Context: an optimization exercise on an open-source flow, tuned for small area, a short achievable clock period and few clock cycles. The choices shown serve that exercise and are no tape-out recipe. Function was checked by simulation only, so behaviour that the tests miss may differ from the original. Power and IR drop assume default switching activity.

==> flow/design.v <==
package cnn_axi_pkg;
  localparam logic [1:0] RESP_OKAY     = 2'b00;
  localparam logic [1:0] BURST_INCR    = 2'b01;
  localparam logic [3:0] CACHE_DEFAULT = 4'b0011;
  localparam logic [2:0] SIZE_16B      = 3'b100;
endpackage
module cnn_beat_reg #(
  parameter int DW = 128,
  parameter int IW = 120
) (
  input  logic          clk_i,
  input  logic          rst_ni,
  input  logic          idle_i,        
  input  logic          busy_i,        
  input  logic [IW-1:0] init_i,
  input  logic          hold_d_i,      
  input  logic          in_valid_i,
  output logic          in_ready_o,
  input  logic [DW-1:0] in_data_i,
  output logic          out_valid_o,
  input  logic          out_ready_i,
  output logic [DW-1:0] data_o
);
  logic          valid_q, valid_d, ready_q, load_q, ready_d;
  logic [DW-1:0] data_q;
  assign in_ready_o  = ready_q;
  assign out_valid_o = valid_q;
  assign data_o      = data_q;
  assign valid_d = valid_q ? ~out_ready_i : (in_valid_i & ready_q);
  assign ready_d = ~valid_d & ~hold_d_i;
  always_ff @(posedge clk_i or negedge rst_ni) begin
    if (!rst_ni) begin
      valid_q <= 1'b0;
      ready_q <= 1'b0;
      load_q  <= 1'b1;
    end else begin
      valid_q <= valid_d;
      ready_q <= ready_d;
      load_q  <= ready_d;
    end
  end
  always_ff @(posedge clk_i) begin
    if (load_q)
      data_q <= {in_data_i[DW-1:IW],
                 (in_data_i[IW-1:0] & {IW{busy_i}}) | (init_i & {IW{idle_i}})};
  end
endmodule
module cnn_axi_burst_master #(
  parameter int C_M_AXI_ID_WIDTH   = 12,
  parameter int C_M_AXI_ADDR_WIDTH = 64,
  parameter int C_M_AXI_DATA_WIDTH = 128,
  parameter int BURST_LEN          = 16,
  parameter int ID_VALUE           = 0
) (
  input  logic                            M_AXI_ACLK,
  input  logic                            M_AXI_ARESETN,
  input  logic                            INIT_AXI_TXN,
  input  logic [C_M_AXI_ADDR_WIDTH-1:0]   input_Addr_Offset,
  input  logic [C_M_AXI_ADDR_WIDTH-1:0]   output_Addr_Offset,
  output logic                            TXN_DONE,
  output logic                            ERROR,
  output logic [C_M_AXI_ID_WIDTH-1:0]     M_AXI_ARID,
  output logic [C_M_AXI_ADDR_WIDTH-1:0]   M_AXI_ARADDR,
  output logic [7:0]                      M_AXI_ARLEN,
  output logic [2:0]                      M_AXI_ARSIZE,
  output logic [1:0]                      M_AXI_ARBURST,
  output logic                            M_AXI_ARLOCK,
  output logic [3:0]                      M_AXI_ARCACHE,
  output logic [2:0]                      M_AXI_ARPROT,
  output logic [3:0]                      M_AXI_ARQOS,
  output logic                            M_AXI_ARVALID,
  input  logic                            M_AXI_ARREADY,
  input  logic [C_M_AXI_ID_WIDTH-1:0]     M_AXI_RID,
  input  logic [C_M_AXI_DATA_WIDTH-1:0]   M_AXI_RDATA,
  input  logic [1:0]                      M_AXI_RRESP,
  input  logic                            M_AXI_RLAST,
  input  logic                            M_AXI_RVALID,
  output logic                            M_AXI_RREADY,
  output logic [C_M_AXI_ID_WIDTH-1:0]     M_AXI_AWID,
  output logic [C_M_AXI_ADDR_WIDTH-1:0]   M_AXI_AWADDR,
  output logic [7:0]                      M_AXI_AWLEN,
  output logic [2:0]                      M_AXI_AWSIZE,
  output logic [1:0]                      M_AXI_AWBURST,
  output logic                            M_AXI_AWLOCK,
  output logic [3:0]                      M_AXI_AWCACHE,
  output logic [2:0]                      M_AXI_AWPROT,
  output logic [3:0]                      M_AXI_AWQOS,
  output logic                            M_AXI_AWVALID,
  input  logic                            M_AXI_AWREADY,
  output logic [C_M_AXI_DATA_WIDTH-1:0]   M_AXI_WDATA,
  output logic [C_M_AXI_DATA_WIDTH/8-1:0] M_AXI_WSTRB,
  output logic                            M_AXI_WLAST,
  output logic                            M_AXI_WVALID,
  input  logic                            M_AXI_WREADY,
  input  logic [C_M_AXI_ID_WIDTH-1:0]     M_AXI_BID,
  input  logic [1:0]                      M_AXI_BRESP,
  input  logic                            M_AXI_BVALID,
  output logic                            M_AXI_BREADY
);
  localparam int CW = (BURST_LEN > 1) ? $clog2(BURST_LEN) : 1;
  localparam logic [CW-1:0] LAST_BEAT = CW'(BURST_LEN - 1);
  localparam int LO = $clog2(C_M_AXI_DATA_WIDTH / 8);    
  logic busy_q, idle_q, done_q, err_q, arvalid_q, awvalid_q, bwait_q, wlast_q;
  logic [CW-1:0] wcnt_q;
  localparam int IW = C_M_AXI_ADDR_WIDTH - LO;
  logic [C_M_AXI_DATA_WIDTH-1:0] buf_data;
  logic arvalid_d, awvalid_d;
  logic start, bad_in, bad_out, bad;
  logic r_hs, w_hs, b_hs, r_bad;
  logic wvalid, rready;
  logic unused_ids;
  assign unused_ids = ^{M_AXI_RID, M_AXI_BID};
  assign bad_in  = (|input_Addr_Offset[LO-1:0])
                 | ((&input_Addr_Offset[11:8]) & (|input_Addr_Offset[7:LO]));
  assign bad_out = (|output_Addr_Offset[LO-1:0])
                 | ((&output_Addr_Offset[11:8]) & (|output_Addr_Offset[7:LO]));
  assign bad     = bad_in | bad_out;
  assign start   = INIT_AXI_TXN & ~busy_q;
  assign r_hs  = M_AXI_RVALID & rready;
  assign w_hs  = wvalid & M_AXI_WREADY;
  assign b_hs  = M_AXI_BVALID & bwait_q;
  assign r_bad = (M_AXI_RRESP != cnn_axi_pkg::RESP_OKAY)
               | (M_AXI_RLAST != wlast_q);
  cnn_beat_reg #(.DW(C_M_AXI_DATA_WIDTH), .IW(2 * IW)) u_buf (
    .clk_i       (M_AXI_ACLK),
    .rst_ni      (M_AXI_ARESETN),
    .idle_i      (idle_q),
    .busy_i      (busy_q),
    .init_i      ({output_Addr_Offset[C_M_AXI_ADDR_WIDTH-1:LO],
                   input_Addr_Offset[C_M_AXI_ADDR_WIDTH-1:LO]}),
    .hold_d_i    (arvalid_d | awvalid_d),
    .in_valid_i  (M_AXI_RVALID),
    .in_ready_o  (rready),
    .in_data_i   (M_AXI_RDATA),
    .out_valid_o (wvalid),
    .out_ready_i (M_AXI_WREADY),
    .data_o      (buf_data)
  );
  assign M_AXI_RREADY  = rready;
  assign M_AXI_WVALID  = wvalid;
  assign M_AXI_WDATA   = buf_data;
  assign M_AXI_WLAST   = wlast_q;
  assign M_AXI_WSTRB   = '1;
  assign M_AXI_BREADY  = bwait_q;
  assign M_AXI_ARVALID = arvalid_q;
  assign M_AXI_AWVALID = awvalid_q;
  assign TXN_DONE      = done_q;
  assign ERROR         = err_q;
  assign M_AXI_ARID    = C_M_AXI_ID_WIDTH'(ID_VALUE);
  assign M_AXI_ARADDR  = {buf_data[IW-1:0], LO'(0)};
  assign M_AXI_ARLEN   = 8'(BURST_LEN - 1);
  assign M_AXI_ARSIZE  = cnn_axi_pkg::SIZE_16B;
  assign M_AXI_ARBURST = cnn_axi_pkg::BURST_INCR;
  assign M_AXI_ARLOCK  = 1'b0;
  assign M_AXI_ARCACHE = cnn_axi_pkg::CACHE_DEFAULT;
  assign M_AXI_ARPROT  = 3'b000;
  assign M_AXI_ARQOS   = 4'd0;
  assign M_AXI_AWID    = C_M_AXI_ID_WIDTH'(ID_VALUE);
  assign M_AXI_AWADDR  = {buf_data[2*IW-1:IW], LO'(0)};
  assign M_AXI_AWLEN   = 8'(BURST_LEN - 1);
  assign M_AXI_AWSIZE  = cnn_axi_pkg::SIZE_16B;
  assign M_AXI_AWBURST = cnn_axi_pkg::BURST_INCR;
  assign M_AXI_AWLOCK  = 1'b0;
  assign M_AXI_AWCACHE = cnn_axi_pkg::CACHE_DEFAULT;
  assign M_AXI_AWPROT  = 3'b000;
  assign M_AXI_AWQOS   = 4'd0;
  assign arvalid_d = (start & ~bad) | (arvalid_q & ~M_AXI_ARREADY);
  assign awvalid_d = (start & ~bad) | (awvalid_q & ~M_AXI_AWREADY);
  always_ff @(posedge M_AXI_ACLK or negedge M_AXI_ARESETN) begin
    if (!M_AXI_ARESETN) begin
      busy_q    <= 1'b0;
      idle_q    <= 1'b1;
      done_q    <= 1'b0;
      err_q     <= 1'b0;
      arvalid_q <= 1'b0;
      awvalid_q <= 1'b0;
      bwait_q   <= 1'b0;
      wlast_q   <= 1'b0;
      wcnt_q    <= '0;
    end else begin
      busy_q    <= start | (busy_q & ~done_q);
      idle_q    <= ~(start | (busy_q & ~done_q));
      done_q    <= (start & bad) | b_hs;
      arvalid_q <= arvalid_d;
      awvalid_q <= awvalid_d;
      bwait_q   <= (bwait_q & ~M_AXI_BVALID) | (w_hs & wlast_q);
      if (start)
        err_q <= bad;
      else if ((r_hs & r_bad) | (b_hs & (M_AXI_BRESP != cnn_axi_pkg::RESP_OKAY)))
        err_q <= 1'b1;
      if (w_hs) begin
        wcnt_q  <= wcnt_q + 1'b1;
        wlast_q <= (wcnt_q == LAST_BEAT - 1'b1);
      end
    end
  end
endmodule
==> flow/flow/run.sh <==
#!/bin/bash
# Standard ORFS layout with these changes: ports are buffered with the
# smallest plain buffer instead of the default delay buffer; one tie cell
# of each kind drives all constant outputs; CTS adds no dummy clock loads
# and clusters more sinks per leaf buffer.
set -euo pipefail
export BUFFER_PORTS_ARGS="-buffer_cell sky130_fd_sc_hd__buf_1"
export SKIP_REPAIR_TIE_FANOUT=1
export PLACE_PINS_ARGS="-min_distance 1 -min_distance_in_tracks"
export CTS_ARGS='-sink_clustering_enable -repair_clock_nets -dont_use_dummy_load -sink_clustering_size 30 -sink_clustering_max_diameter 150 -root_buf sky130_fd_sc_hd__clkbuf_16 -buf_list {sky130_fd_sc_hd__clkbuf_4}'
bash standard.sh > standard.log 2>&1
==> flow/standard.sh <==
#!/bin/bash
# synth_recipe.tcl (not shown) runs the flow's synth.tcl, then flattens the netlist and writes it again
# the make line also repeats each setting of config.mk as NAME=value (left out here)
make -C /OpenROAD-flow-scripts/flow DESIGN_CONFIG=/design/flow/config.mk WORK_HOME=/design/flow/orfs CLKGATE_MAP_FILE= SYNTH_SCRIPT=/design/flow/synth_recipe.tcl "${@:-finish}"
==> flow/config.mk <==
export PLATFORM = sky130hd
export DESIGN_NAME = cnn_axi_burst_master
export DESIGN_NICKNAME = cnn_axi_burst_master
export VERILOG_FILES = /design/flow/design.v
export SDC_FILE = /design/flow/constraint.sdc
export NUM_CORES = 4
export LEC_CHECK = 0
export CAP_MARGIN = 20
export CORE_AREA = 2.5 2.5 127.5 127.5
export DIE_AREA = 0 0 130 130
export SETUP_SLACK_MARGIN = 3.3
export SLEW_MARGIN = 20
==> flow/constraint.sdc <==
create_clock -name core_clock -period 5.5 [get_ports {M_AXI_ACLK}]
set_input_delay 1.1000 -clock core_clock [delete_from_list [all_inputs] [get_ports {M_AXI_ACLK}]]
set_output_delay 1.1000 -clock core_clock [all_outputs]
set_load 0.01 [all_outputs]
==> results of run 1 <==
flip-flops by register name, summed over array words and instances, names as in the netlist:
name           cells
u_buf.ready_q      1
bwait_q            1
u_buf.valid_q      1
arvalid_q          1
wlast_q            1
idle_q             1
done_q             1
wcnt_q             4
busy_q             1
u_buf.data_q     128
awvalid_q          1
u_buf.load_q       1
err_q              1
what timing repair did:
item                                    in CTS  in global routing
endpoints found under the hold margin        0                  0
setup buffers                                0                  1
gates cloned                                 0                  0
gates resized for setup                      1                  0
hold buffers                                 0                  0
pin swaps                                    0                  0
endpoints found under the setup margin      59                 20
path summary, 6_finish.rpt:
kind / startpoint / end / depth (start not counted) / slack, ns
worst max register to register: busy_q / u_buf.data_q[85] / 2 / 3.62
min in group asynchronous: M_AXI_ARESETN / err_q / 1 / 0.79
max in group asynchronous: M_AXI_ARESETN / busy_q / 1 / 4.07
worst min-delay path: wcnt_q[3] / wcnt_q[3] / 1 / 0.47
worst min register to register: wcnt_q[3] / wcnt_q[3] / 1 / 0.47
worst max-delay path: u_buf.data_q[19] / M_AXI_WDATA[19] / 1 / 3.36
cell type report:
class                           instances  area share [%]
Timing Repair Buffer                  528            25.2
Multi-Input combinational cell        164            16.9
Antenna cell                            1          0.0311
Tap cell                              211            3.28
Sequential cell                       143            52.6
Inverter                                4           0.186
Clock buffer                           17            1.80
power by group through the flow:
| stage | clock network, uW | logic (uW) | registers (uW) |
|---|---|---|---|
| after CTS | 494 | 872 | 1760 |
| final | 464 | 933 | 1710 |
| after detailed placement | 0 | 868 | 1780 |
| after global placement | 0 | 868 | 1770 |
| after floorplan | 0 | 698 | 1800 |
| after global routing | 534 | 1020 | 1730 |
routing by layer:
layer  vias to the layer above  wire length [um]
met4                         0               521
met5                         -                 0
met1                      2544              7220
met3                        40              1720
li1                       2428                 -
met2                       360              9370
placed cells by master (no fill, tap or decap), types with 2 or more instances in the layout:
cell type	instances
buf_1	524
nor4_2	2
inv_1	4
or2_1	2
ha_1	2
nor4_1	2
nor2b_1	2
nand3_1	4
nand2_1	5
conb_1	2
dfstp_4	2
clkbuf_4	16
dfrtp_1	12
a22o_1	120
xor2_1	2
edfxtp_1	128
nand4_1	2
xnor2_1	2
nor2_1	3
a21oi_1	2
o21ai_0	3
kinds of logic after synthesis:
| family | count (synthesis) | share of synthesized area (%) |
|---|---|---|
| AO/OA/AOI/OAI | 129 | 15.1 |
| XOR/XNOR | 4 | 0.475 |
| adder cells (fa/ha/maj) | 2 | 0.339 |
| buffers and inverters | 249 | 24.3 |
| flip-flops | 143 | 57.3 |
| multiplexers | 1 | 0.136 |
| other | 2 | 0.102 |
| AND/OR/NAND/NOR | 26 | 2.31 |
cells in the mapped netlist (2+ instances only):
| library cell | instances |
|---|---|
| nand4_1 | 2 |
| a21oi_1 | 2 |
| nor2_1 | 3 |
| buf_2 | 6 |
| nor2b_1 | 2 |
| edfxtp_1 | 128 |
| inv_1 | 4 |
| nor4_2 | 2 |
| conb_1 | 2 |
| a22o_1 | 120 |
| dfstp_2 | 2 |
| o21ai_0 | 3 |
| buf_4 | 226 |
| nand2_1 | 5 |
| xor2_1 | 2 |
| dfrtp_1 | 13 |
| nor4_1 | 2 |
| or2_1 | 2 |
| clkbuf_1 | 11 |
| buf_1 | 2 |
| ha_1 | 2 |
| nand3_1 | 4 |
| xnor2_1 | 2 |
through the flow:
stage / area [um^2] / util (%)
global placement: 7860 / 51.5
CTS: 8000 / 52.5
detailed placement: 7860 / 51.5
global route: 8050 / 52.8
floorplan: 7380 / -
finish: 8050 / 52.8
==> flow_summary.yaml, run 1 <==
sta:
  worstMarginPinSlew_ns: 0.822
  fin_crit_sh_pct: 38.9
  period_needed_ns: 2.14
  tns_ns: 0
  clock_skew_ns: 0.0374
  drv_slew: 0
  hold_ws_ns: 0.465
  rsz0062_at_grt: "no"
  setup_viol_count_final: 0
  final_hold_viol_count: 0
  final.setup.worst_slack_ns: 3.36
  fmax_mhz: 467
  slew_headroom_pct: 45.2
setup_path:
  cp.arrival_ns: 1.04
  cp_max_fo: 2
  critPathTopFamily: "flip-flops"
  worstPathCellList: "buf_1"
  cp.buffers_inverters: 1
  critPathKind: "flip-flop to output port"
  endpoint_kind: "output port"
  cp_slowest_stage_delay_ns: 0.50
  crit_required_ns: 4.40
  critPathSlowestCell: "edfxtp_1"
  start_kind: "flip-flop"
clock_tree:
  cts_tree: "yes"
  cts_root_buffer: "clkbuf_16"
  cts_sinks: 143
  cts.reportedPaths.clkPinSlew_ns: 0.11
  htree_levels: 4
  clk_latency_ns: 0.36
  cts_made_buffers: 17
  clockBufferDepth: 2
synthesis:
  ys_seq_area_share_pct: 57.3
  synth_async_sr_flop_share_pct: 10.5
  ys_dominant_reg_cell: "edfxtp_1"
  syn_area_mm2: 0.00737
  synth_cell_types: 32
  yosys-top-cells-area: "edfxtp_1, buf_4, a22o_1"
  synth_edf_count: 128
  yosys.area.top_type: "edfxtp_1"
  synth_seq_cells: 143
  syn_avg_cell_area_um2: 13.3
  synth_warnings: 2
  synth_top_area_share_pct: 52.1
  synth_nets: 851
  netlist_instances: 556
route:
  dr.pass1.iters: 6
  remaining_drc_errors: 0
  avgViaCountPerCell: 5.03
  finalWirelength_um: 18800
  dr.first_iter.drc_count: 315
  postRouteAntennaNets: 0
  routedWlPerCell_um: 17.6
  vias: 5372
floorplan:
  fp.dieW_um: 130
  die_h_um: 130
  rows: 45
  coreArea_mm2: 0.0153
  io_pins: 647
  dieArea_mm2: 0.0169
  start_util_pct: 48.3
global_route:
  use_met3_pct: 5.82
  met1_usage_pct: 23.0
  grt_remaining_overflow: 0
  grt_pass1_vias: 4831
  track_usage_pct: 19.7
  grt_max_degree: 121
  use_met2_pct: 33.9
  grt_antenna_before_repair: 1
  grt_pass1_wl_um: 24800
  top_usage_layer: "met2"
power_and_ir_drop:
  seqPwrFrac_pct: 55.0
  vdd_ir_drop_max_mv: 0.164
  p_leak_uw: 0.00274
  p_total_uw: 3100
  pwr-share-comb_pct: 30.1
  internal_power_uw: 2020
  p_sw_uw: 1080
  p_sw_share_pct: 34.9
  power_frac_clock_pct: 14.9
  p_per_area_mw_per_mm2: 385
finish:
  seqCellArea_mm2: 0.00423
  fin_cells: 1068
  syn_to_final_growth_pct: 9.23
  fin_nets: 1153
  n_fill_cell: 1352
  multi_input_area_mm2: 0.00136
  drive_gt1_share_pct: 3.39
place:
  dp.cells: 1048
  pre_cts_slack_ns: 3.20
  gp_congestion: 0.835
  io_buffer_count: 524
  dp_hpwl_um: 14300
min_path:
  hold_path_class: "flip-flop to flip-flop"
flow_run:
  maxCapViolations: 0
status:
  outcome: "complete, no violations"
Testbench counts, summed over its fixed seeds: cycles 13,992.
==> run 2, diff against run 1 <==
--- a/flow/design.v
+++ b/flow/design.v
@@ -12,4 +12,3 @@
   input  logic          rst_ni,
-  input  logic          idle_i,        
-  input  logic          busy_i,        
+  input  logic          idle_d_i,      
   input  logic [IW-1:0] init_i,
@@ -23,3 +22,4 @@
 );
-  logic          valid_q, valid_d, ready_q, load_q, ready_d;
+  logic          valid_q, valid_d, ready_q, ready_d;
+  logic          sel_init_q, sel_in_q, sel_hold_q;
   logic [DW-1:0] data_q;
@@ -32,9 +32,13 @@
     if (!rst_ni) begin
-      valid_q <= 1'b0;
-      ready_q <= 1'b0;
-      load_q  <= 1'b1;
+      valid_q    <= 1'b0;
+      ready_q    <= 1'b0;
+      sel_init_q <= 1'b1;
+      sel_in_q   <= 1'b0;
+      sel_hold_q <= 1'b0;
     end else begin
-      valid_q <= valid_d;
-      ready_q <= ready_d;
-      load_q  <= ready_d;
+      valid_q    <= valid_d;
+      ready_q    <= ready_d;
+      sel_init_q <= idle_d_i;
+      sel_in_q   <= ready_d & ~idle_d_i;
+      sel_hold_q <= ~ready_d;
     end
@@ -42,5 +46,5 @@
   always_ff @(posedge clk_i) begin
-    if (load_q)
-      data_q <= {in_data_i[DW-1:IW],
-                 (in_data_i[IW-1:0] & {IW{busy_i}}) | (init_i & {IW{idle_i}})};
+    data_q <= (in_data_i & {DW{sel_in_q}})
+            | ({{(DW-IW){1'b0}}, init_i} & {DW{sel_init_q}})
+            | (data_q & {DW{sel_hold_q}});
   end
@@ -102,3 +106,3 @@
   localparam int LO = $clog2(C_M_AXI_DATA_WIDTH / 8);    
-  logic busy_q, idle_q, done_q, err_q, arvalid_q, awvalid_q, bwait_q, wlast_q;
+  logic busy_q, busy_d, done_q, err_q, arvalid_q, awvalid_q, bwait_q, wlast_q;
   logic [CW-1:0] wcnt_q;
@@ -126,4 +130,3 @@
     .rst_ni      (M_AXI_ARESETN),
-    .idle_i      (idle_q),
-    .busy_i      (busy_q),
+    .idle_d_i    (~busy_d),
     .init_i      ({output_Addr_Offset[C_M_AXI_ADDR_WIDTH-1:LO],
@@ -166,2 +169,3 @@
   assign M_AXI_AWQOS   = 4'd0;
+  assign busy_d    = start | (busy_q & ~done_q);
   assign arvalid_d = (start & ~bad) | (arvalid_q & ~M_AXI_ARREADY);
@@ -171,3 +175,2 @@
       busy_q    <= 1'b0;
-      idle_q    <= 1'b1;
       done_q    <= 1'b0;
@@ -180,4 +183,3 @@
     end else begin
-      busy_q    <= start | (busy_q & ~done_q);
-      idle_q    <= ~(start | (busy_q & ~done_q));
+      busy_q    <= busy_d;
       done_q    <= (start & bad) | b_hs;
--- a/flow/flow/run.sh
+++ b/flow/flow/run.sh
@@ -8,4 +8,3 @@
 export SKIP_REPAIR_TIE_FANOUT=1
-export PLACE_PINS_ARGS="-min_distance 1 -min_distance_in_tracks"
-export CTS_ARGS='-sink_clustering_enable -repair_clock_nets -dont_use_dummy_load -sink_clustering_size 30 -sink_clustering_max_diameter 150 -root_buf sky130_fd_sc_hd__clkbuf_16 -buf_list {sky130_fd_sc_hd__clkbuf_4}'
+export CTS_ARGS='-sink_clustering_enable -repair_clock_nets -dont_use_dummy_load -sink_clustering_size 30 -sink_clustering_max_diameter 150 -root_buf sky130_fd_sc_hd__clkbuf_16 -buf_list {sky130_fd_sc_hd__clkbuf_8}'
 bash standard.sh > standard.log 2>&1
--- a/flow/config.mk
+++ b/flow/config.mk
@@ -8,5 +8,5 @@
 export CAP_MARGIN = 20
-export CORE_AREA = 2.5 2.5 127.5 127.5
-export DIE_AREA = 0 0 130 130
-export SETUP_SLACK_MARGIN = 3.3
+export CORE_AREA = 2.5 2.5 181.5 181.5
+export DIE_AREA = 0 0 184 184
+export SETUP_SLACK_MARGIN = 3.45
 export SLEW_MARGIN = 20
==> flow_summary.yaml, run 2 <==
synthesis:
  yosys.area.top_type: "dfxtp_1"
  synth_async_sr_flop_share_pct: 11.1
  yosysMostFrequentCell: "buf_4"
  synth_cell_types: 37
  netlist_instances: 702
  syn_avg_cell_area_um2: 9.73
  synth_top_area_share_pct: 37.5
  synth_warnings: 2
  synth_seq_cells: 144
  netlist_top_cells_count: "buf_4, dfxtp_1, inv_1"
  synth_edf_count: 0
  yosys-top-cells-area: "dfxtp_1, buf_4, a222oi_1"
  ys_dominant_reg_cell: "dfxtp_1"
  synth_nets: 997
  ys_seq_area_share_pct: 43.4
  syn_area_mm2: 0.00683
route:
  dr.pass1.iters: 11
  remaining_drc_errors: 0
  finalWirelength_um: 28900
  dr.first_iter.drc_count: 867
  postRouteAntennaNets: 0
  avgViaCountPerCell: 4.60
  vias: 6432
  routedWlPerCell_um: 20.6
place:
  dp_hpwl_um: 23000
  placed_area_mm2: 0.00754
  pre_cts_slack_ns: 3.16
  io_buffer_count: 524
  gp_congestion: 0.845
power_and_ir_drop:
  p_leak_uw: 0.00387
  p_per_area_mw_per_mm2: 489
  vdd_ir_drop_max_mv: 0.273
sta:
  worstMarginPinSlew_ns: 0.833
  drv_slew: 0
  slew_headroom_pct: 44.5
  setup_viol_count_final: 0
  final.setup.worst_slack_ns: 3.45
  tns_ns: 0
  clock_skew_ns: 0.0276
  rsz0062_at_grt: "yes"
  period_needed_ns: 2.05
  final_hold_viol_count: 0
  fmax_mhz: 489
  fin_crit_sh_pct: 37.2
setup_path:
  cp_max_fo: 2
  worst_r2r_endpoint: "u_buf.data_q[44]"
  crit_required_ns: 4.40
  cp.arrival_ns: 0.95
  rr_worst_depth: 3
  cp.buffers_inverters: 1
  critPathTopFamily: "flip-flops"
  endpoint_kind: "output port"
  worstPathCellList: "buf_6"
  cp_slowest_stage_delay_ns: 0.44
  critPathSlowestCell: "dfrtp_2"
  reg2reg_slack_ns: 3.56
  start_kind: "flip-flop"
  critPathKind: "flip-flop to output port"
  r2r-start: "u_buf.sel_init_q"
global_route:
  grt_antenna_before_repair: 21
  track_usage_pct: 15.6
  grt_remaining_overflow: 0
  grt_pass1_vias: 5510
  grt_max_degree: 69
  grt_pass1_wl_um: 37900
finish:
  largest_registers: "u_buf.data_q: 128 flops, wcnt_q: 4 flops"
  fin_area_mm2: 0.00832
  drive_gt1_share_pct: 32.0
  final_common_cell: "buf_1"
  top_register: "u_buf.data_q"
  largest_reg_flops: 128
  fin_nets: 1289
  mostFrequentLayoutCells: "buf_1, inv_1, a222oi_1"
  syn_to_final_growth_pct: 21.8
clock_tree:
  clockBufferDepth: 2
  cts_tree: "yes"
  cts.reportedPaths.clkPinSlew_ns: 0.07
  cts_sinks: 144
  cts_root_buffer: "clkbuf_16"
  htree_levels: 4
  cts_made_buffers: 17
  clk_latency_ns: 0.39
floorplan:
  coreArea_mm2: 0.0316
  start_util_pct: 21.6
  rows: 65
  io_pins: 647
  fp.dieW_um: 184
  dieArea_mm2: 0.0339
  die_h_um: 184
min_path:
  hold_end: "u_buf.data_q[17]"
  worstHoldPathCells: 2
  min-delay-start: "u_buf.data_q[17]"
  hold_path_class: "flip-flop to flip-flop"
status:
  outcome: "complete, no violations"
flow_run:
  maxCapViolations: 0
==> run 2: logic make-up (layout without fill, tap and decap cells) <==
kind of cell               after synthesis  after routing  share of synthesized area, %
AOI/OAI and AO/OA                      137            137                          19.5
xor gates and xnor gates                 4              4                         0.513
adders and majority gates                2              2                         0.366
buffers and inverters                  383            673                          33.1
DFF                                    144            144                          43.4
muxes                                    1              1                         0.147
other                                    2              6                         0.110
and+or+nand+nor                         29             29                          2.80
==> run 2: layout make-up <==
class                      instances  area, um^2
antenna                            4        10.0
sequential                       144        3090
clock buffer                      17         245
tap                              402         503
multi-input combinational        175        1600
fill                            3480       23200
inverter                         124         465
timing repair buffer             532        2410
==> run 2: worst max-delay path by stage <==
| stage | start | endpoint | slack [ns] | cells after the start |
|---|---|---|---|---|
| CTS | wlast_q | M_AXI_WLAST | 3.42 | 1 |
| global placement | input_Addr_Offset[7] | u_buf.sel_in_q | 3.16 | 5 |
| detailed placement | input_Addr_Offset[7] | u_buf.sel_in_q | 3.16 | 5 |
| floorplan | input_Addr_Offset[8] | u_buf.sel_hold_q | 3.53 | 4 |
| finish | wlast_q | M_AXI_WLAST | 3.45 | 1 |
| global route | wlast_q | M_AXI_WLAST | 3.41 | 1 |
==> run 2: routing by layer <==
layer | global-route usage [%] | vias up | share of wire [%]
li1 | - | 2854 | -
met1 | 18.6 | 3056 | 37
met2 | 27.0 | 467 | 52
met3 | 4.08 | 55 | 8.3
met4 | 6.05 | 0 | 2.3
met5 | 0 | - | 0
==> run 2: stage by stage <==
step / total power, uW / instances / util (%) / hold WS [ns]
2_1_floorplan: 2870 / 702 / - / 0.442
3_3_place_gp: 3190 / 1372 / 23.9 / 0.451
3_5_place_dp: 3200 / 1372 / 23.9 / 0.454
4_1_cts: 4000 / 1392 / 25.6 / 0.478
5_1_grt: 4320 / 1398 / 26.4 / 0.496
6_report: 4070 / 1398 / 26.4 / 0.473
==> run 2: timing repair <==
item / in CTS / in global routing
setup endpoints to repair: 214 / 208
buffers inserted: 3 / 2
resized for setup: 176 / 152
hold buffers: 0 / 0
==> run 2: where the power goes <==
part           switching (uW)  total, uW  internal [uW]
Combinational             890       1580            687
Sequential                405       1840           1430
Clock                     366        658            292
Testbench counts of run 2, summed over its fixed seeds: cycles 13,992.
==> run 3, diff against run 2 <==
--- a/flow/config.mk
+++ b/flow/config.mk
@@ -10,3 +10,3 @@
 export DIE_AREA = 0 0 184 184
-export SETUP_SLACK_MARGIN = 3.45
+export SETUP_SLACK_MARGIN = 3.3
 export SLEW_MARGIN = 20
==> flow_summary.yaml, run 3 <==
min_path:
  hold_end: "u_buf.data_q[123]"
  worstHoldPathCells: 1
  hold_path_class: "flip-flop to flip-flop"
  min-delay-start: "u_buf.data_q[123]"
route:
  vias: 6344
  postRouteAntennaNets: 0
  routedWlPerCell_um: 20.4
  dr.first_iter.drc_count: 926
  avgViaCountPerCell: 4.55
  dr.pass1.iters: 9
  finalWirelength_um: 28500
  remaining_drc_errors: 0
synthesis:
  synth_top_area_share_pct: 37.5
  synth_nets: 997
  ys_dominant_reg_cell: "dfxtp_1"
  synth_cell_types: 37
  synth_edf_count: 0
  syn_avg_cell_area_um2: 9.73
  synth_seq_cells: 144
  yosys-top-cells-area: "dfxtp_1, buf_4, a222oi_1"
  ys_seq_area_share_pct: 43.4
  netlist_top_cells_count: "buf_4, dfxtp_1, inv_1"
  synth_async_sr_flop_share_pct: 11.1
  yosys.area.top_type: "dfxtp_1"
  yosysMostFrequentCell: "buf_4"
  synth_warnings: 2
  netlist_instances: 702
  syn_area_mm2: 0.00683
sta:
  slew_headroom_pct: 43.7
  rsz0062_at_grt: "no"
  hold_ws_ns: 0.476
  clock_skew_ns: 0.0276
  worstMarginPinSlew_ns: 0.845
  fin_crit_sh_pct: 38.7
  tns_ns: 0
  final_hold_viol_count: 0
  setup_viol_count_final: 0
  fmax_mhz: 470
  drv_slew: 0
  period_needed_ns: 2.13
floorplan:
  coreArea_mm2: 0.0316
  rows: 65
  dieArea_mm2: 0.0339
  fp.dieW_um: 184
  start_util_pct: 21.6
  io_pins: 647
  die_h_um: 184
setup_path:
  r2r-start: "u_buf.sel_in_q"
  worst_r2r_endpoint: "u_buf.data_q[91]"
  endpoint_kind: "output port"
  critPathSlowestCell: "dfxtp_1"
  cp_max_fo: 3
  start_kind: "flip-flop"
  crit_required_ns: 4.40
  reg2reg_slack_ns: 3.52
  rr_worst_depth: 3
  critPathTopFamily: "flip-flops"
  cp.buffers_inverters: 1
  worstPathCellList: "buf_1"
  cp.arrival_ns: 1.03
  critPathKind: "flip-flop to output port"
  cp_slowest_stage_delay_ns: 0.43
power_and_ir_drop:
  seqPwrFrac_pct: 46.6
  internal_power_uw: 2180
  p_sw_uw: 1650
  pwr-share-comb_pct: 36.3
  p_sw_share_pct: 43.0
  power_frac_clock_pct: 17.1
  p_leak_uw: 0.00319
  p_per_area_mw_per_mm2: 492
  vdd_ir_drop_max_mv: 0.260
clock_tree:
  cts_root_buffer: "clkbuf_16"
  cts_setup_buffers: 0
  cts_tree: "yes"
  htree_levels: 4
  clk_latency_ns: 0.39
  clockBufferDepth: 2
  cts_made_buffers: 17
  cts_hold_buf: 0
  post_cts_resized: 4
  cts_sinks: 144
  cts.reportedPaths.clkPinSlew_ns: 0.09
global_route:
  track_usage_pct: 15.5
  grt_pass1_vias: 5434
  grt_max_degree: 69
  grt_antenna_before_repair: 21
  grt_pass1_wl_um: 37600
  grt_remaining_overflow: 0
finish:
  syn_to_final_growth_pct: 14.2
  top_register: "u_buf.data_q"
  drive_gt1_share_pct: 3.24
  final_common_cell: "buf_1"
  final_util_pct: 24.7
  largest_reg_flops: 128
  largest_registers: "u_buf.data_q: 128 flops, wcnt_q: 4 flops"
  fin_nets: 1284
  mostFrequentLayoutCells: "buf_1, dfxtp_1, inv_1"
place:
  dp_hpwl_um: 23000
  io_buffer_count: 524
  gp_congestion: 0.845
status:
  outcome: "complete, no violations"
flow_run:
  maxCapViolations: 0
[run 3: stage by stage]
step | cells | total power, uW | setup slack [ns] | area, um^2
floorplan | 702 | 2870 | 3.53 | 6830
global placement | 1372 | 3190 | 3.16 | 7540
detailed placement | 1372 | 3200 | 3.16 | 7540
CTS | 1389 | 3880 | 3.33 | 7790
global route | 1391 | 4090 | 3.31 | 7790
finish | 1393 | 3840 | 3.37 | 7800
[run 3: layout make-up]
type	instances	area (um^2)
tap	402	503
antenna	4	10.0
sequential	144	2980
clock buffer	17	245
timing repair buffer	527	2000
multi-input combinational	175	1600
inverter	124	465
fill	3508	23800
[run 3: power by group through the flow]
stage	clock (uW)	sequential [uW]	combinational [uW]
6_report	656	1790	1390
2_1_floorplan	0	1760	1100
5_1_grt	737	1830	1520
3_5_place_dp	0	1790	1410
3_3_place_gp	0	1790	1400
4_1_cts	691	1780	1410
[run 3: worst max path at each step]
stage | from | endpoint | slack, ns | depth (start not counted)
after floorplan | input_Addr_Offset[8] | u_buf.sel_hold_q | 3.53 | 4
after global placement | input_Addr_Offset[7] | u_buf.sel_in_q | 3.16 | 5
after detailed placement | input_Addr_Offset[7] | u_buf.sel_in_q | 3.16 | 5
after CTS | u_buf.data_q[102] | M_AXI_WDATA[102] | 3.33 | 1
after global routing | u_buf.data_q[20] | M_AXI_ARADDR[24] | 3.31 | 1
final | u_buf.data_q[20] | M_AXI_ARADDR[24] | 3.37 | 1
[run 3: cell families after synthesis]
logic type / Yosys count / share of synthesized area [%]
buf+inv: 383 / 33.1
flops: 144 / 43.4
compound gates: 137 / 19.5
simple gates: 29 / 2.80
xor+xnor: 4 / 0.513
fa+ha+maj: 2 / 0.366
other cells: 2 / 0.110
mux: 1 / 0.147
[run 3: metal layers]
layer  up-vias  GRT usage (%)  part of all wire [%]
met2       445           27.3                    53
met5         -              0                     0
met3        55           4.06                   8.3
met1      2998           18.5                    37
li1       2846              -                     -
met4         0           4.74                   1.7
==> run 4, diff against run 3 <==
==> flow/flow/run.sh (replaced) <==
#!/bin/bash
# Standard ORFS layout with these changes: ports are buffered with the
# smallest plain buffer instead of the default delay buffer; one tie cell
# of each kind drives all constant outputs; pins sit one track apart
# (the die is small), with the clock pin placed alone mid left edge; CTS
# adds no dummy clock loads, clusters more sinks per leaf buffer, and
# uses a clkbuf_16 root and clkbuf_8 leaves.
set -euo pipefail
HERE=$(cd "$(dirname "$0")" && pwd)
export BUFFER_PORTS_ARGS="-buffer_cell sky130_fd_sc_hd__buf_1"
export SKIP_REPAIR_TIE_FANOUT=1
export IO_CONSTRAINTS="$HERE/io.tcl"
export PLACE_PINS_ARGS="-min_distance 1 -min_distance_in_tracks -exclude left:72-78"
export CTS_ARGS='-sink_clustering_enable -repair_clock_nets -dont_use_dummy_load -sink_clustering_size 30 -sink_clustering_max_diameter 150 -root_buf sky130_fd_sc_hd__clkbuf_16 -buf_list {sky130_fd_sc_hd__clkbuf_8}'
bash standard.sh > standard.log 2>&1
==> flow/flow/io.tcl (new file) <==
# Put the clock pin in the middle of the left edge; place_pins keeps the
# other pins out of a band around it (PLACE_PINS_ARGS -exclude).
place_pin -pin_name M_AXI_ACLK -layer met3 -location {0 75} -force_to_die_boundary
--- a/flow/config.mk
+++ b/flow/config.mk
@@ -8,4 +8,6 @@
 export CAP_MARGIN = 20
-export CORE_AREA = 2.5 2.5 181.5 181.5
-export DIE_AREA = 0 0 184 184
+export CELL_PAD_IN_SITES_DETAIL_PLACEMENT = 1
+export CELL_PAD_IN_SITES_GLOBAL_PLACEMENT = 1
+export CORE_AREA = 2.5 2.5 147.5 147.5
+export DIE_AREA = 0 0 150 150
 export SETUP_SLACK_MARGIN = 3.3
==> flow_summary.yaml, run 4 <==
status:
  outcome: "complete, no violations"
synthesis:
  netlist_instances: 702
  ys_seq_area_share_pct: 43.4
  synth_top_area_share_pct: 37.5
  synth_nets: 997
  yosys.area.top_type: "dfxtp_1"
  yosysMostFrequentCell: "buf_4"
  syn_avg_cell_area_um2: 9.73
  netlist_top_cells_count: "buf_4, dfxtp_1, inv_1"
  syn_area_mm2: 0.00683
  synth_cell_types: 37
  synth_warnings: 2
  yosys-top-cells-area: "dfxtp_1, buf_4, a222oi_1"
  synth_seq_cells: 144
  ys_dominant_reg_cell: "dfxtp_1"
  synth_edf_count: 0
  synth_async_sr_flop_share_pct: 11.1
setup_path:
  worstPathCellList: "buf_1"
  path_depth: 1
  critPathTopFamily: "flip-flops"
  rr_worst_depth: 3
  endpoint_kind: "output port"
  start_kind: "flip-flop"
  critPathSlowestCell: "dfrtp_1"
  cp.buffers_inverters: 1
  cp_max_fo: 5
  crit_required_ns: 4.40
  cp.arrival_ns: 1.01
  critPathKind: "flip-flop to output port"
  cp_slowest_stage_delay_ns: 0.48
power_and_ir_drop:
  internal_power_uw: 2180
  p_sw_uw: 1570
  pwr-share-comb_pct: 36.0
  p_per_area_mw_per_mm2: 492
  p_sw_share_pct: 41.8
  seqPwrFrac_pct: 47.0
  power_frac_clock_pct: 17.0
  p_leak_uw: 0.00318
  vdd_ir_drop_max_mv: 0.149
sta:
  final_hold_viol_count: 0
  clock_skew_ns: 0.0267
  tns_ns: 0
  period_needed_ns: 2.11
  rsz0062_at_grt: "no"
  fin_crit_sh_pct: 38.4
  slew_headroom_pct: 38.3
  worstMarginPinSlew_ns: 0.925
  drv_slew: 0
  setup_viol_count_final: 0
  fmax_mhz: 473
clock_tree:
  cts_root_buffer: "clkbuf_16"
  htree_levels: 4
  cts_sinks: 144
  cts_setup_buffers: 0
  clk_latency_ns: 0.37
  cts_made_buffers: 17
  cts_tree: "yes"
  cts.reportedPaths.clkPinSlew_ns: 0.06
  clockBufferDepth: 2
finish:
  top_register: "u_buf.data_q"
  final_util_pct: 36.6
  largest_reg_flops: 128
  fin_nets: 1284
  final_common_cell: "buf_1"
  n_fill_cell: 2623
  mostFrequentLayoutCells: "buf_1, dfxtp_1, inv_1"
  largest_registers: "u_buf.data_q: 128 flops, wcnt_q: 4 flops"
  syn_to_final_growth_pct: 11.7
  drive_gt1_share_pct: 2.94
min_path:
  hold_path_class: "flip-flop to flip-flop"
  worstHoldPathCells: 1
floorplan:
  rows: 53
  dieArea_mm2: 0.0225
  die_h_um: 150
  coreArea_mm2: 0.0208
  io_pins: 646
  fp.dieW_um: 150
  start_util_pct: 32.8
route:
  routedWlPerCell_um: 18.5
  finalWirelength_um: 23300
  avgViaCountPerCell: 5.04
  postRouteAntennaNets: 0
  remaining_drc_errors: 0
  dr.first_iter.drc_count: 632
  dr.pass1.iters: 9
  vias: 6360
place:
  io_buffer_count: 524
  gp_congestion: 0.851
  dp_hpwl_um: 17500
global_route:
  grt_max_degree: 73
  grt_pass1_vias: 6294
  grt_pass1_wl_um: 33400
  grt_antenna_before_repair: 0
  grt_remaining_overflow: 0
  track_usage_pct: 19.1
flow_run:
  maxCapViolations: 0
run 4: what timing repair did:
| item | 4_1_cts | 5_1_grt |
|---|---|---|
| endpoints found under the setup margin | 0 | 14 |
| hold buffers | 0 | 0 |
| gates resized for setup | 0 | 2 |
run 4: final timing paths:
kind | startpoint | endpoint | slack [ns]
min in group asynchronous | M_AXI_ARESETN | bwait_q | 0.83
max reg2reg | u_buf.sel_in_q | u_buf.data_q[47] | 3.49
min reg2reg | u_buf.data_q[124] | u_buf.data_q[124] | 0.47
max in group asynchronous | M_AXI_ARESETN | u_buf.sel_hold_q | 3.96
max | u_buf.valid_q | M_AXI_WVALID | 3.39
min | u_buf.data_q[124] | u_buf.data_q[124] | 0.47
run 4: per-stage QoR:
stage	std cells	instance area (um^2)	hold WS [ns]	worst slack [ns]	total power [uW]
after floorplan	702	6830	0.442	3.53	2870
after global placement	1245	7380	0.454	3.22	3110
after detailed placement	1245	7380	0.453	3.22	3120
after CTS	1262	7620	0.474	3.34	3790
after global routing	1262	7630	0.493	3.30	4010
final	1263	7630	0.473	3.39	3750
run 4: power groups by stage:
stage,clock (uW),sequential (uW),combinational [uW]
finish,637,1760,1350
detailed placement,0,1770,1350
CTS,677,1760,1350
floorplan,0,1760,1100
global route,716,1810,1490
global placement,0,1780,1330
run 4: cell families (layout without fill, tap and decap cells):
| logic type | Yosys count | after routing | synth area share (%) |
|---|---|---|---|
| XOR/XNOR | 4 | 4 | 0.513 |
| multiplexers | 1 | 1 | 0.147 |
| AND/OR/NAND/NOR | 29 | 29 | 2.80 |
| AO/OA/AOI/OAI | 137 | 137 | 19.5 |
| buffers and inverters | 383 | 668 | 33.1 |
| flip-flops | 144 | 144 | 43.4 |
| adder cells (fa/ha/maj) | 2 | 2 | 0.366 |
| other | 2 | 3 | 0.110 |
run 4: layer usage:
layer  GRT usage (%)  vias to the layer above  wire [um]  share of wire, %
met5               0                        -          0                 0
met4            8.41                        0        804               3.4
met3            6.16                       59       2270               9.7
met2            33.3                      416      11900                51
met1            21.2                     3050       8340                36
li1                -                     2835          -                 -
run 4: layout make-up:
cell class,instances,area [um^2],area share (%)
multi-input combinational,175,1600,21.0
sequential,144,2980,39.0
inverter,124,465,6.10
tap,275,344,4.51
antenna,1,2.50,0.0328
timing repair buffer,527,1990,26.1
clock buffer,17,245,3.21
==> run 5, diff against run 4 <==
--- a/flow/flow/run.sh
+++ b/flow/flow/run.sh
@@ -12,3 +12,3 @@
 export IO_CONSTRAINTS="$HERE/io.tcl"
-export PLACE_PINS_ARGS="-min_distance 1 -min_distance_in_tracks -exclude left:72-78"
+export PLACE_PINS_ARGS="-min_distance 1 -min_distance_in_tracks -exclude left:62-68"
 export CTS_ARGS='-sink_clustering_enable -repair_clock_nets -dont_use_dummy_load -sink_clustering_size 30 -sink_clustering_max_diameter 150 -root_buf sky130_fd_sc_hd__clkbuf_16 -buf_list {sky130_fd_sc_hd__clkbuf_8}'
==> flow/flow/io.tcl (replaced) <==
# Put the clock pin in the middle of the left edge; place_pins keeps the
# other pins out of a band around it (PLACE_PINS_ARGS -exclude).
place_pin -pin_name M_AXI_ACLK -layer met3 -location {0 65} -force_to_die_boundary
--- a/flow/config.mk
+++ b/flow/config.mk
@@ -8,6 +8,4 @@
 export CAP_MARGIN = 20
-export CELL_PAD_IN_SITES_DETAIL_PLACEMENT = 1
-export CELL_PAD_IN_SITES_GLOBAL_PLACEMENT = 1
-export CORE_AREA = 2.5 2.5 147.5 147.5
-export DIE_AREA = 0 0 150 150
+export CORE_AREA = 2.5 2.5 127.5 127.5
+export DIE_AREA = 0 0 130 130
 export SETUP_SLACK_MARGIN = 3.3
==> flow_summary.yaml, run 5 <==
power_and_ir_drop:
  p_per_area_mw_per_mm2: 491
  p_total_uw: 3710
  p_leak_uw: 0.00319
  vdd_ir_drop_max_mv: 0.278
finish:
  largest_reg_flops: 128
  n_antenna_cell: 0
  fin_area_mm2: 0.00756
  drive_gt1_share_pct: 2.84
  fin_nets: 1284
  top_register: "u_buf.data_q"
  largest_registers: "u_buf.data_q: 128 flops, wcnt_q: 4 flops"
  n_fill_cell: 1491
  final_common_cell: "buf_1"
  multi_input_area_mm2: 0.00160
  syn_to_final_growth_pct: 10.7
  mostFrequentLayoutCells: "buf_1, dfxtp_1, inv_1"
  seqCellArea_mm2: 0.00298
synthesis:
  synth_edf_count: 0
  yosysMostFrequentCell: "buf_4"
  syn_area_mm2: 0.00683
  synth_seq_cells: 144
  synth_nets: 997
  yosys.area.top_type: "dfxtp_1"
  syn_avg_cell_area_um2: 9.73
  netlist_top_cells_count: "buf_4, dfxtp_1, inv_1"
  synth_top_area_share_pct: 37.5
  netlist_instances: 702
  ys_dominant_reg_cell: "dfxtp_1"
  synth_warnings: 2
  synth_cell_types: 37
  yosys-top-cells-area: "dfxtp_1, buf_4, a222oi_1"
  synth_async_sr_flop_share_pct: 11.1
  ys_seq_area_share_pct: 43.4
floorplan:
  fp.dieW_um: 130
  io_pins: 646
  start_util_pct: 44.8
  die_h_um: 130
  rows: 45
  dieArea_mm2: 0.0169
  coreArea_mm2: 0.0153
sta:
  slew_headroom_pct: 41.7
  tns_ns: 0
  period_needed_ns: 2.09
  drv_slew: 0
  rsz0062_at_grt: "no"
  final_hold_viol_count: 0
  fin_crit_sh_pct: 38.0
  worstMarginPinSlew_ns: 0.875
  clock_skew_ns: 0.0156
  hold_ws_ns: 0.470
  fmax_mhz: 479
  setup_viol_count_final: 0
route:
  avgViaCountPerCell: 5.20
  vias: 6230
  postRouteAntennaNets: 0
  remaining_drc_errors: 0
  dr.pass1.iters: 9
  routedWlPerCell_um: 16.9
  dr.first_iter.drc_count: 830
  finalWirelength_um: 20200
setup_path:
  critPathSlowestCell: "dfrtp_1"
  cp.arrival_ns: 0.99
  cp_max_fo: 5
  critPathKind: "flip-flop to output port"
  endpoint_kind: "output port"
  worstPathCellList: "buf_1"
  critPathTopFamily: "flip-flops"
  cp_slowest_stage_delay_ns: 0.45
  start_kind: "flip-flop"
  crit_required_ns: 4.40
  cp.buffers_inverters: 1
clock_tree:
  cts_tree: "yes"
  cts_sinks: 144
  cts_hold_buf: 0
  htree_levels: 4
  post_cts_resized: 0
  cts_made_buffers: 17
  cts_root_buffer: "clkbuf_16"
  cts_setup_buffers: 0
  clk_latency_ns: 0.37
  clockBufferDepth: 2
  cts.reportedPaths.clkPinSlew_ns: 0.06
global_route:
  track_usage_pct: 21.4
  grt_remaining_overflow: 0
  grt_pass1_wl_um: 28200
  grt_max_degree: 121
  grt_pass1_vias: 5505
  grt_antenna_before_repair: 0
flow_run:
  maxCapViolations: 0
place:
  gp_congestion: 0.942
  placed_area_mm2: 0.00729
  dp_hpwl_um: 14900
  io_buffer_count: 524
status:
  outcome: "complete, no violations"
min_path:
  hold_path_class: "flip-flop to flip-flop"
-- run 5: cell counts after synthesis --
No cell type changed its count.
-- run 5: through the flow --
stage                     worst slack, ns  std cells  utilization (%)
after global routing                 3.32       1198             49.6
after floorplan                      3.53        702                -
final                                3.41       1198             49.6
after detailed placement             3.17       1180             47.8
after CTS                            3.37       1197             49.4
after global placement               3.18       1180             47.8
-- run 5: final timing paths --
kind	start	end	slack, ns	cells past startpoint
setup / recovery	u_buf.valid_q	M_AXI_WVALID	3.41	1
hold / removal	u_buf.data_q[124]	u_buf.data_q[124]	0.47	1
setup reg to reg	u_buf.sel_in_q	u_buf.data_q[64]	3.56	3
hold reg to reg	u_buf.data_q[124]	u_buf.data_q[124]	0.47	1
max in group asynchronous	M_AXI_ARESETN	u_buf.sel_in_q	4.03	1
min in group asynchronous	M_AXI_ARESETN	awvalid_q	0.81	1
-- run 5: where the power goes --
| group | internal (uW) | switching (uW) |
|---|---|---|
| registers | 1380 | 376 |
| logic | 511 | 816 |
| clock network | 291 | 336 |
-- run 5: layout make-up --
type                            count  area share [%]
Clock buffer                       17            3.24
Inverter                          124            6.15
Multi-Input combinational cell    175            21.2
Timing Repair Buffer              527            26.6
Tap cell                          211            3.49
Sequential cell                   144            39.3
-- run 5: per-layer routing --
layer / share of wire (%) / GRT usage (%)
met4: 3.0 / 7.99
met2: 49 / 36.4
met3: 12 / 8.24
met5: 0 / 0
met1: 35 / 24.4
-- run 5: cell families after synthesis --
logic type	Yosys count	synth area share [%]
buf+inv	383	33.1
flops	144	43.4
compound gates	137	19.5
simple gates	29	2.80
xor+xnor	4	0.513
fa+ha+maj	2	0.366
other cells	2	0.110
mux	1	0.147
==> run 6, diff against run 5 <==
--- a/flow/design.v
+++ b/flow/design.v
@@ -17,2 +17,3 @@
   output logic          in_ready_o,
+  output logic          in_take_o,     
   input  logic [DW-1:0] in_data_i,
@@ -28,3 +29,4 @@
   assign data_o      = data_q;
-  assign valid_d = valid_q ? ~out_ready_i : (in_valid_i & ready_q);
+  assign in_take_o = sel_in_q;
+  assign valid_d = valid_q ? ~out_ready_i : (in_valid_i & sel_in_q);
   assign ready_d = ~valid_d & ~hold_d_i;
@@ -107,3 +109,3 @@
   logic busy_q, busy_d, done_q, err_q, arvalid_q, awvalid_q, bwait_q, wlast_q;
-  logic [CW-1:0] wcnt_q;
+  logic [CW-1:0] rcnt_q;
   localparam int IW = C_M_AXI_ADDR_WIDTH - LO;
@@ -112,4 +114,4 @@
   logic start, bad_in, bad_out, bad;
-  logic r_hs, w_hs, b_hs, r_bad;
-  logic wvalid, rready;
+  logic r_hs, w_hs, b_hs, r_bad, r_last;
+  logic wvalid, rready, r_take;
   logic unused_ids;
@@ -122,7 +124,8 @@
   assign start   = INIT_AXI_TXN & ~busy_q;
-  assign r_hs  = M_AXI_RVALID & rready;
-  assign w_hs  = wvalid & M_AXI_WREADY;
-  assign b_hs  = M_AXI_BVALID & bwait_q;
-  assign r_bad = (M_AXI_RRESP != cnn_axi_pkg::RESP_OKAY)
-               | (M_AXI_RLAST != wlast_q);
+  assign r_hs   = M_AXI_RVALID & r_take;
+  assign w_hs   = wvalid & M_AXI_WREADY;
+  assign b_hs   = M_AXI_BVALID & bwait_q;
+  assign r_last = (rcnt_q == LAST_BEAT);
+  assign r_bad  = (M_AXI_RRESP != cnn_axi_pkg::RESP_OKAY)
+                | (M_AXI_RLAST != r_last);
   cnn_beat_reg #(.DW(C_M_AXI_DATA_WIDTH), .IW(2 * IW)) u_buf (
@@ -136,2 +139,3 @@
     .in_ready_o  (rready),
+    .in_take_o   (r_take),
     .in_data_i   (M_AXI_RDATA),
@@ -181,3 +185,3 @@
       wlast_q   <= 1'b0;
-      wcnt_q    <= '0;
+      rcnt_q    <= '0;
     end else begin
@@ -192,5 +196,5 @@
         err_q <= 1'b1;
-      if (w_hs) begin
-        wcnt_q  <= wcnt_q + 1'b1;
-        wlast_q <= (wcnt_q == LAST_BEAT - 1'b1);
+      if (r_hs) begin
+        rcnt_q  <= rcnt_q + 1'b1;
+        wlast_q <= r_last;
       end
==> flow_summary.yaml, run 6 <==
route:
  finalWirelength_um: 21100
  remaining_drc_errors: 0
  dr.pass1.iters: 7
  avgViaCountPerCell: 5.23
  routedWlPerCell_um: 17.6
  postRouteAntennaNets: 0
  vias: 6249
  dr.first_iter.drc_count: 733
clock_tree:
  cts_tree: "yes"
  post_cts_resized: 0
  cts_hold_buf: 0
  cts.reportedPaths.clkPinSlew_ns: 0.07
  cts_made_buffers: 17
  htree_levels: 4
  clk_latency_ns: 0.36
  clockBufferDepth: 2
  cts_setup_buffers: 0
  cts_sinks: 144
  cts_root_buffer: "clkbuf_16"
power_and_ir_drop:
  power_frac_clock_pct: 12.3
  p_leak_uw: 0.00317
  seqPwrFrac_pct: 43.9
  internal_power_uw: 2770
  p_sw_share_pct: 46.2
  pwr-share-comb_pct: 43.8
  p_per_area_mw_per_mm2: 682
  vdd_ir_drop_max_mv: 0.414
  p_sw_uw: 2380
place:
  io_buffer_count: 524
  dp.cells: 1176
  gp_congestion: 0.998
  dp_hpwl_um: 15800
  placed_area_mm2: 0.00727
min_path:
  hold_path_class: "flip-flop to flip-flop"
synthesis:
  synth_warnings: 2
  synth_top_family_by_area: "buffers and inverters"
  synth-simple-area-share_pct: 2.71
  yosys-top-cells-area: "dfxtp_1, buf_4, a222oi_1"
  synth_edf_count: 0
  ys_dominant_reg_cell: "dfxtp_1"
  yosysMostFrequentCell: "buf_4"
  synthAdderAreaFrac_pct: 0.183
  synth_cell_types: 35
  synth-compound-area-share_pct: 19.5
  syn_area_mm2: 0.00683
  syn_avg_cell_area_um2: 9.77
  synth_top_area_share_pct: 37.5
  yosys.area.top_type: "dfxtp_1"
  netlist_instances: 699
  synth_nets: 993
  synth_seq_cells: 144
  netlist_top_cells_count: "buf_4, dfxtp_1, inv_1"
  synth_async_sr_flop_share_pct: 11.1
  ys_seq_area_share_pct: 43.4
  yosys.area_share.xor_xnor_pct: 0.513
  synth.mux.area_fraction_pct: 0.311
sta:
  hold_ws_ns: 0.467
  period_needed_ns: 2.06
  drv_slew: 0
  worstMarginPinSlew_ns: 0.834
  setup_viol_count_final: 0
  tns_ns: 0
  slew_headroom_pct: 44.4
  final_hold_viol_count: 0
  fmax_mhz: 485
  clock_skew_ns: 0.0221
  rsz0062_at_grt: "no"
  fin_crit_sh_pct: 37.5
setup_path:
  cp.buffers_inverters: 1
  worstPathCellList: "buf_1"
  critPathSlowestCell: "dfxtp_1"
  critPathKind: "flip-flop to output port"
  crit_required_ns: 4.40
  critPathTopFamily: "flip-flops"
  cp_max_fo: 3
  endpoint_kind: "output port"
  start_kind: "flip-flop"
  cp.arrival_ns: 0.96
  cp_slowest_stage_delay_ns: 0.38
finish:
  fin_cells: 1194
  largest_registers: "u_buf.data_q: 128 flops, rcnt_q: 4 flops"
  largest_reg_flops: 128
  final_common_cell: "buf_1"
  n_antenna_cell: 0
  n_fill_cell: 1504
  mostFrequentLayoutCells: "buf_1, dfxtp_1, inv_1"
  drive_gt1_share_pct: 3.05
  syn_to_final_growth_pct: 10.5
  top_register: "u_buf.data_q"
  fin_area_mm2: 0.00755
  fin_nets: 1279
floorplan:
  coreArea_mm2: 0.0153
  start_util_pct: 44.8
  dieArea_mm2: 0.0169
  rows: 45
  die_h_um: 130
  fp.dieW_um: 130
  io_pins: 646
global_route:
  grt_antenna_before_repair: 0
  grt_pass1_vias: 5476
  grt_pass1_wl_um: 29200
  grt_remaining_overflow: 0
  grt_max_degree: 121
  track_usage_pct: 22.4
flow_run:
  maxCapViolations: 0
status:
  outcome: "complete, no violations"
==> run 6: final timing paths <==
kind,start,end,slack (ns),cells past startpoint
setup / recovery,u_buf.data_q[13],M_AXI_ARADDR[17],3.44,1
hold / removal,u_buf.data_q[126],u_buf.data_q[126],0.47,1
setup reg to reg,u_buf.sel_in_q,u_buf.data_q[44],3.51,3
hold reg to reg,u_buf.data_q[126],u_buf.data_q[126],0.47,1
max in group asynchronous,M_AXI_ARESETN,u_buf.sel_hold_q,4.09,1
min in group asynchronous,M_AXI_ARESETN,arvalid_q,0.80,1
==> run 6: cells by family after synthesis <==
logic type,count (synthesis)
buffers and inverters,383
adder cells (fa/ha/maj),1
AND/OR/NAND/NOR,27
AO/OA/AOI/OAI,136
other,2
multiplexers,2
flip-flops,144
XOR/XNOR,4
==> run 6: final cells by class <==
type	instances	area (um^2)	area share (%)
Clock buffer	17	245	3.25
Inverter	123	462	6.12
Multi-Input combinational cell	172	1590	21.1
Sequential cell	144	2980	39.4
Tap cell	211	264	3.50
Timing Repair Buffer	527	2010	26.6
==> run 6: power groups by stage <==
stage | sequential, uW | clock (uW) | combinational, uW
final | 2260 | 631 | 2250
after global routing | 2320 | 704 | 2480
after CTS | 2320 | 659 | 2160
after detailed placement | 2330 | 0 | 2160
after global placement | 2330 | 0 | 2150
after floorplan | 2190 | 0 | 1910
==> run 6: metrics by stage <==
step                      utilization [%]  worst slack [ns]  power, uW
after floorplan                         -              3.52       4110
after global placement               47.7              3.27       4470
after detailed placement             47.7              3.29       4490
after CTS                            49.3              3.41       5140
after global routing                 49.5              3.38       5510
final                                49.5              3.44       5150
==> run 6: metal layers <==
layer | up-vias | global-route usage, % | share of wire, %
met2 | 440 | 37.7 | 50
met5 | - | 0 | 0
met4 | 0 | 11.0 | 4.6
met1 | 2904 | 25.9 | 36
met3 | 83 | 6.97 | 9.8
li1 | 2822 | - | -
Testbench counts of run 6, summed over its fixed seeds: cycles 13,992.
==> run 7, diff against run 6 <==
--- a/flow/flow/run.sh
+++ b/flow/flow/run.sh
@@ -6,3 +6,3 @@
 # adds no dummy clock loads, clusters more sinks per leaf buffer, and
-# uses a clkbuf_16 root and clkbuf_8 leaves.
+# uses a clkbuf_16 root and clkbuf_4 leaves.
 set -euo pipefail
@@ -13,3 +13,3 @@
 export PLACE_PINS_ARGS="-min_distance 1 -min_distance_in_tracks -exclude left:62-68"
-export CTS_ARGS='-sink_clustering_enable -repair_clock_nets -dont_use_dummy_load -sink_clustering_size 30 -sink_clustering_max_diameter 150 -root_buf sky130_fd_sc_hd__clkbuf_16 -buf_list {sky130_fd_sc_hd__clkbuf_8}'
+export CTS_ARGS='-sink_clustering_enable -repair_clock_nets -dont_use_dummy_load -sink_clustering_size 30 -sink_clustering_max_diameter 150 -root_buf sky130_fd_sc_hd__clkbuf_16 -buf_list {sky130_fd_sc_hd__clkbuf_4}'
 bash standard.sh > standard.log 2>&1
==> flow_summary.yaml, run 7 <==
global_route:
  grt_pass1_wl_um: 29000
  grt_antenna_before_repair: 0
  use_met3_pct: 6.89
  top_usage_layer: "met2"
  grt_remaining_overflow: 0
  grt_max_degree: 121
  grt_pass1_vias: 5456
  use_met2_pct: 37.4
  met1_usage_pct: 25.9
  track_usage_pct: 22.3
synthesis:
  netlist_top_cells_count: "buf_4, dfxtp_1, inv_1"
  ys_seq_area_share_pct: 43.4
  synth_edf_count: 0
  syn_avg_cell_area_um2: 9.77
  ys_dominant_reg_cell: "dfxtp_1"
  syn_area_mm2: 0.00683
  yosys.area.top_type: "dfxtp_1"
  synth_seq_cells: 144
  synth_warnings: 2
  netlist_instances: 699
  synth_cell_types: 35
  yosysMostFrequentCell: "buf_4"
  synth_async_sr_flop_share_pct: 11.1
  yosys-top-cells-area: "dfxtp_1, buf_4, a222oi_1"
  synth_nets: 993
  synth_top_area_share_pct: 37.5
setup_path:
  critPathSlowestCell: "dfxtp_1"
  worst_r2r_endpoint: "u_buf.data_q[48]"
  cp.arrival_ns: 0.97
  rr_worst_depth: 3
  r2r-start: "u_buf.sel_in_q"
  start_kind: "flip-flop"
  crit_required_ns: 4.40
  critPathTopFamily: "flip-flops"
  cp.buffers_inverters: 1
  reg2reg_slack_ns: 3.50
  critPathKind: "flip-flop to output port"
  worstPathCellList: "buf_1"
  cp_max_fo: 3
  endpoint_kind: "output port"
  cp_slowest_stage_delay_ns: 0.41
finish:
  fin_area_mm2: 0.00745
  n_fill_cell: 1527
  largest_registers: "u_buf.data_q: 128 flops, rcnt_q: 4 flops"
  mostFrequentLayoutCells: "buf_1, dfxtp_1, inv_1"
  syn_to_final_growth_pct: 9.01
  final_common_cell: "buf_1"
  fin_nets: 1279
  top_register: "u_buf.data_q"
  n_antenna_cell: 0
  drive_gt1_share_pct: 3.05
  largest_reg_flops: 128
route:
  dr.pass1.iters: 10
  vias: 6216
  finalWirelength_um: 20900
  routedWlPerCell_um: 17.5
  postRouteAntennaNets: 0
  avgViaCountPerCell: 5.21
  dr.first_iter.drc_count: 729
  remaining_drc_errors: 0
sta:
  fin_crit_sh_pct: 37.7
  final.setup.worst_slack_ns: 3.43
  rsz0062_at_grt: "no"
  slew_headroom_pct: 44.4
  drv_slew: 0
  worstMarginPinSlew_ns: 0.834
  final_hold_viol_count: 0
  tns_ns: 0
  clock_skew_ns: 0.0362
  period_needed_ns: 2.07
  fmax_mhz: 482
  setup_viol_count_final: 0
floorplan:
  fp.dieW_um: 130
  start_util_pct: 44.8
  die_h_um: 130
  io_pins: 646
  rows: 45
  dieArea_mm2: 0.0169
  coreArea_mm2: 0.0153
place:
  placed_area_mm2: 0.00727
  gp_congestion: 0.998
  dp_hpwl_um: 15800
  io_buffer_count: 524
  pre_cts_slack_ns: 3.29
clock_tree:
  htree_levels: 4
  cts_hold_buf: 0
  clockBufferDepth: 2
  cts_tree: "yes"
  post_cts_resized: 0
  cts_made_buffers: 17
  cts_setup_buffers: 0
  cts_root_buffer: "clkbuf_16"
  cts_sinks: 144
  clk_latency_ns: 0.37
  cts.reportedPaths.clkPinSlew_ns: 0.11
power_and_ir_drop:
  p_leak_uw: 0.00313
  p_per_area_mw_per_mm2: 671
  vdd_ir_drop_max_mv: 0.362
min_path:
  hold_end: "u_buf.data_q[126]"
  hold_path_class: "flip-flop to flip-flop"
  worstHoldPathCells: 1
  min-delay-start: "u_buf.data_q[126]"
status:
  outcome: "complete, no violations"
flow_run:
  maxCapViolations: 0
## run 7: cell counts after synthesis
No cell type changed its count.
## run 7: routing by layer
| metal | up-vias | wire [um] |
|---|---|---|
| met2 | 460 | 10500 |
| met3 | 70 | 2130 |
| li1 | 2826 | - |
| met5 | - | 0 |
| met4 | 0 | 867 |
| met1 | 2860 | 7420 |
## run 7: final cells by class
class | count | area (um^2) | share of cell area [%]
timing repair buffer | 527 | 2010 | 27.0
inverter | 123 | 462 | 6.20
tap | 211 | 264 | 3.55
multi-input combinational | 172 | 1590 | 21.4
sequential | 144 | 2980 | 40.0
clock buffer | 17 | 145 | 1.95
## run 7: how the worst max path moves through the flow
stage / startpoint / to / slack (ns) / depth (start not counted)
2_1_floorplan: input_Addr_Offset[1] / u_buf.sel_in_q / 3.52 / 4
3_3_place_gp: input_Addr_Offset[1] / u_buf.sel_in_q / 3.27 / 5
3_5_place_dp: input_Addr_Offset[1] / u_buf.sel_in_q / 3.29 / 5
4_1_cts: u_buf.data_q[14] / M_AXI_ARADDR[18] / 3.40 / 1
5_1_grt: u_buf.data_q[78] / M_AXI_WDATA[78] / 3.35 / 1
6_report: u_buf.data_q[14] / M_AXI_ARADDR[18] / 3.43 / 1
## run 7: stage by stage
step | util, % | cells | total power [uW] | hold slack (ns)
finish | 48.8 | 1194 | 5000 | 0.475
detailed placement | 47.7 | 1176 | 4490 | 0.457
global route | 48.8 | 1194 | 5360 | 0.496
global placement | 47.7 | 1176 | 4470 | 0.453
CTS | 48.6 | 1193 | 4990 | 0.479
floorplan | - | 699 | 4110 | 0.427
## run 7: logic make-up (layout without fill, tap and decap cells)
| logic type | after synthesis | count (layout) | synth area share (%) |
|---|---|---|---|
| xor gates and xnor gates | 4 | 4 | 0.513 |
| and+or+nand+nor | 27 | 27 | 2.71 |
| adders and majority gates | 1 | 1 | 0.183 |
| buffers and inverters | 383 | 667 | 33.3 |
| muxes | 2 | 2 | 0.311 |
| AOI/OAI and AO/OA | 136 | 136 | 19.5 |
| DFF | 144 | 144 | 43.4 |
| other | 2 | 2 | 0.110 |
## run 7: power by group
part	total [uW]	switching, uW	leakage (uW)	internal, uW
combinational	2250	1380	0.00177	875
sequential	2250	651	0.00127	1600
clock	491	322	0.0000859	169
total	5000	2350	0.00313	2650
## run 7: worst reg2reg max path, stage by stage (launching register included)
cell and delay, ns:
dfrtp_4 0.88, buf_4 0.69, a222oi_1 0.24, inv_1 0.09

## separate check: timing with driven ports
The flow's constraints put no driver on any port. The routed layouts listed below were extracted and timed again, unchanged, in two steps. Step 1, drivers: a clkbuf_16 drives M_AXI_ACLK and a buf_2 each remaining input, both assumed. Step 2 moves the port delays by t, midway between the first and last clock arrival at a register: inputs arrive t later, outputs are due t later. That takes back most of the time a late clock gives input paths. Three values: ideal ports, drivers, drivers and shift; two values: the first two.
run	shift t [ns]	setup slack, ns	worst hold slack (ns)	latest minus earliest clock arrival (ns)	worst register clock-pin slew, ns
run 1	0.383	3.360 / 3.319 / 3.202	0.465 / 0.465 / 0.465	0.038 / 0.038	0.11 / 0.11
run 2	0.423	3.455 / 3.408 / 3.137	0.473 / 0.473 / 0.473	0.039 / 0.038	0.10 / 0.10
run 3	0.422	3.372 / 3.325 / 3.153	0.476 / 0.476 / 0.476	0.038 / 0.038	0.09 / 0.09
run 4	0.389	3.388 / 3.354 / 3.231	0.473 / 0.473 / 0.473	0.036 / 0.037	0.09 / 0.09
run 5	0.389	3.412 / 3.382 / 3.109	0.470 / 0.470 / 0.470	0.028 / 0.028	0.08 / 0.08
run 6	0.387	3.438 / 3.406 / 3.283	0.467 / 0.467 / 0.467	0.024 / 0.025	0.08 / 0.08
run 7	0.382	3.426 / 3.395 / 3.291	0.475 / 0.475 / 0.475	0.041 / 0.041	0.12 / 0.12
After both steps every run listed still meets setup and hold. For run 2, which loses most, drivers alone change the setup slack by -0.047 ns; drivers and shift together by -0.318 ns.
